Background: an optimization exercise with open tools, aiming at small area, a short achievable clock period and few clock cycles per item. Do not read the settings as production practice.
At most, simulation tests tie the RTL to the original design; equivalence was not proved.
The flow treats the clock pin as an ideal source. Dropping or thinning the clock tree relies on that and would not hold on a real chip.
No activity file was given, so power comes from the tool's default toggle rates.

Design if_fetch, start of the top module:
module if_fetch
#(
    parameter if_fetch_pkg::inst_addr_bus_t RESET_PC = if_fetch_pkg::RESET_PC_DEFAULT
) (
    input  logic           clk,
    input  logic           rst,
    input  logic           stall_in,
    input  logic           branch_flag_in,
    input  if_fetch_pkg::inst_addr_bus_t branch_target_in,
    input  logic           mem_busy_in,
    input  logic           get_inst_in,
    input  if_fetch_pkg::inst_addr_bus_t inst_pc_in,
    input  if_fetch_pkg::inst_bus_t      inst_in,
    output logic           if_req_out,
    output if_fetch_pkg::inst_addr_bus_t addr_if_out,
    output if_fetch_pkg::inst_addr_bus_t pc_out,
    output if_fetch_pkg::inst_bus_t      inst_out,
    output logic           inst_valid_out,
    output logic           if_stall_req_out
);
Size: ~280 cells after synthesis, about 72 flip-flops, roughly 200 I/O pins, roughly 3300 sq um of cells after synthesis.
==> module if_fetch, before the edit <==
module if_fetch
#(
    parameter if_fetch_pkg::inst_addr_bus_t RESET_PC = if_fetch_pkg::RESET_PC_DEFAULT
) (
    input  logic           clk,
    input  logic           rst,
    input  logic           stall_in,
    input  logic           branch_flag_in,
    input  if_fetch_pkg::inst_addr_bus_t branch_target_in,
    input  logic           mem_busy_in,
    input  logic           get_inst_in,
    input  if_fetch_pkg::inst_addr_bus_t inst_pc_in,
    input  if_fetch_pkg::inst_bus_t      inst_in,
    output logic           if_req_out,
    output if_fetch_pkg::inst_addr_bus_t addr_if_out,
    output if_fetch_pkg::inst_addr_bus_t pc_out,
    output if_fetch_pkg::inst_bus_t      inst_out,
    output logic           inst_valid_out,
    output logic           if_stall_req_out
);
    localparam int unsigned BLK_W = 5;            
    localparam int unsigned LO    = 2 + BLK_W;    
    logic [31:LO]   blk_q;        
    logic [LO-1:2]  fetch_lo_q;   
    logic [LO-1:2]  pc_lo_q;      
    logic [31:0]    inst_q;       
    logic           valid_q;
    logic           discard_q;    
    logic           cross_q;      
    logic           bump_q;       
    logic           req_q;
    logic           ours_busy_c;  
    logic           hold_c;       
    logic           take_c;       
    logic           cross_d, bump_d;
    assign ours_busy_c = mem_busy_in && !get_inst_in && (inst_pc_in[1:0] == 2'b00);
    assign hold_c      = valid_q && stall_in;
    assign take_c      = get_inst_in && !discard_q && !hold_c;
    assign cross_d     = !branch_flag_in &&
                         (cross_q ? stall_in : (take_c && (&fetch_lo_q)));
    assign bump_d      = !branch_flag_in && cross_q && !stall_in;
    always_ff @(posedge clk or posedge rst) begin
        if (rst) begin
            blk_q      <= RESET_PC[31:LO];
            fetch_lo_q <= RESET_PC[LO-1:2];
            valid_q    <= 1'b0;
            discard_q  <= 1'b0;
            cross_q    <= 1'b0;
            bump_q     <= 1'b0;
            req_q      <= 1'b0;
        end else begin
            cross_q   <= cross_d;
            bump_q    <= bump_d;
            req_q     <= !(cross_d || bump_d);
            valid_q   <= !branch_flag_in && (hold_c || (get_inst_in && !discard_q));
            discard_q <= branch_flag_in ? ours_busy_c : (discard_q && !get_inst_in);
            if (branch_flag_in) begin
                blk_q      <= branch_target_in[31:LO];
                fetch_lo_q <= branch_target_in[LO-1:2];
            end else begin
                if (bump_q) blk_q <= blk_q + 1'b1;
                if (take_c) fetch_lo_q <= fetch_lo_q + 1'b1;
            end
        end
    end
    always_ff @(posedge clk) begin
        if (!hold_c) begin
            pc_lo_q <= fetch_lo_q;
            inst_q  <= inst_in;
        end
    end
    assign if_req_out       = req_q;
    assign if_stall_req_out = req_q;
    assign addr_if_out      = {blk_q, fetch_lo_q, 2'b00};
    assign pc_out           = {blk_q, pc_lo_q, 2'b00};
    assign inst_out         = inst_q;
    assign inst_valid_out   = valid_q;
endmodule
clock: 7.0 ns
lec_check: 0
cap_margin: 20
core_margin: 2
core_utilization: 40
setup_slack_margin: 4.6
slew_margin: 20
standard.sh (not shown) runs the stock make flow with config.mk's settings and CLKGATE_MAP_FILE= SYNTH_SCRIPT=/design/flow/synth_recipe.tcl, a recipe that flattens the netlist after the stock synthesis.
==> flow/flow/run.sh <==
#!/bin/bash
set -euo pipefail
bash standard.sh \
  BUFFER_PORTS_ARGS="-buffer_cell sky130_fd_sc_hd__buf_1" \
  MCTS_GROUPS=4 MCTS_CELL=sky130_fd_sc_hd__clkbuf_16 \
  PRE_CTS_TCL="$PWD/flow/manual_cts.tcl" \
  finish > standard_flow.log 2>&1
Other scripts of this flow, unchanged in this note and not shown: flow/flow/manual_cts.tcl
Testbench counts at the start, summed over its fixed seeds: cycles 204,393, insts 34,194.
Change:
--- a/flow/design.v
+++ b/flow/design.v
@@ -26,5 +26,5 @@
     output logic           if_stall_req_out
 );
-    localparam int unsigned BLK_W = 5;            
+    localparam int unsigned BLK_W = 4;            
     localparam int unsigned LO    = 2 + BLK_W;    
     logic [31:LO]   blk_q;        
@@ -35,10 +35,11 @@
     logic           discard_q;    
     logic           cross_q;      
-    logic           bump_q;       
     logic           req_q;
+    logic           init_c;       
     logic           ours_busy_c;  
     logic           hold_c;       
     logic           take_c;       
-    logic           cross_d, bump_d;
+    logic           cross_d;
+    assign init_c      = !req_q && !cross_q;
     assign ours_busy_c = mem_busy_in && !get_inst_in && (inst_pc_in[1:0] == 2'b00);
     assign hold_c      = valid_q && stall_in;
@@ -46,27 +47,27 @@
     assign cross_d     = !branch_flag_in &&
                          (cross_q ? stall_in : (take_c && (&fetch_lo_q)));
-    assign bump_d      = !branch_flag_in && cross_q && !stall_in;
     always_ff @(posedge clk or posedge rst) begin
         if (rst) begin
-            blk_q      <= RESET_PC[31:LO];
-            fetch_lo_q <= RESET_PC[LO-1:2];
             valid_q    <= 1'b0;
             discard_q  <= 1'b0;
             cross_q    <= 1'b0;
-            bump_q     <= 1'b0;
             req_q      <= 1'b0;
         end else begin
-            cross_q   <= cross_d;
-            bump_q    <= bump_d;
-            req_q     <= !(cross_d || bump_d);
-            valid_q   <= !branch_flag_in && (hold_c || (get_inst_in && !discard_q));
-            discard_q <= branch_flag_in ? ours_busy_c : (discard_q && !get_inst_in);
-            if (branch_flag_in) begin
-                blk_q      <= branch_target_in[31:LO];
-                fetch_lo_q <= branch_target_in[LO-1:2];
-            end else begin
-                if (bump_q) blk_q <= blk_q + 1'b1;
-                if (take_c) fetch_lo_q <= fetch_lo_q + 1'b1;
-            end
+            cross_q    <= cross_d;
+            req_q      <= !cross_d;
+            valid_q    <= !branch_flag_in && (hold_c || (get_inst_in && !discard_q));
+            discard_q  <= branch_flag_in ? ours_busy_c : (discard_q && !get_inst_in);
+        end
+    end
+    always_ff @(posedge clk) begin
+        if (branch_flag_in) begin
+            blk_q      <= branch_target_in[31:LO];
+            fetch_lo_q <= branch_target_in[LO-1:2];
+        end else if (init_c) begin
+            blk_q      <= RESET_PC[31:LO];
+            fetch_lo_q <= RESET_PC[LO-1:2];
+        end else begin
+            if (cross_q && !stall_in) blk_q <= blk_q + 1'b1;
+            if (take_c) fetch_lo_q <= fetch_lo_q + 1'b1;
         end
     end
What happened: Area after synthesis climbs by 4.5%; utilization climbs by 0.41 points; die area climbs by 4.3%; clock skew climbs by 0.012 ns; hold slack improves by 0.0078 ns; power climbs by 3.0%; final area climbs by 6.6%; critical path depth climbs by 5; global-route usage climbs by 1.7 points; wire length climbs by 14%; synthesized cell count climbs by 1.1%; clock power hardly moves.
No functional check of the RTL was part of the second run of this note. No run of this note takes its clock network from TritonCTS; it comes from the design's own scripts or RTL.

## port drivers added, routing unchanged
The results above use ideal ports. As a check the final layouts listed here were re-extracted and re-timed, cells and wires unchanged.
Step 1 assumes that a clkbuf_16 drives the clock port and a buf_2 every other input.
Step 2 moves the port delays by t, midway between the first and last clock arrival at a register: inputs arrive t later, outputs are due t later. That takes back most of the time a late clock gives input paths.
Slacks: ideal ports / drivers / drivers and shift; pairs: ideal ports / drivers.
| run | t, ns | slack for setup (ns) | worst setup path at the end | slew at the worst register clock pin (ns) |
|---|---|---|---|---|
| the first run | 0.213 | 4.684 / 4.613 / 4.579 | input to register | 0.08 / 0.08 |
| the second run | 0.223 | 4.670 / 4.615 / 4.407 | input to register | 0.09 / 0.09 |
After both steps setup and hold are still met in every run listed. The setup slack of the second run, which loses most, moves by -0.055 ns with the drivers and by -0.263 ns with both steps.
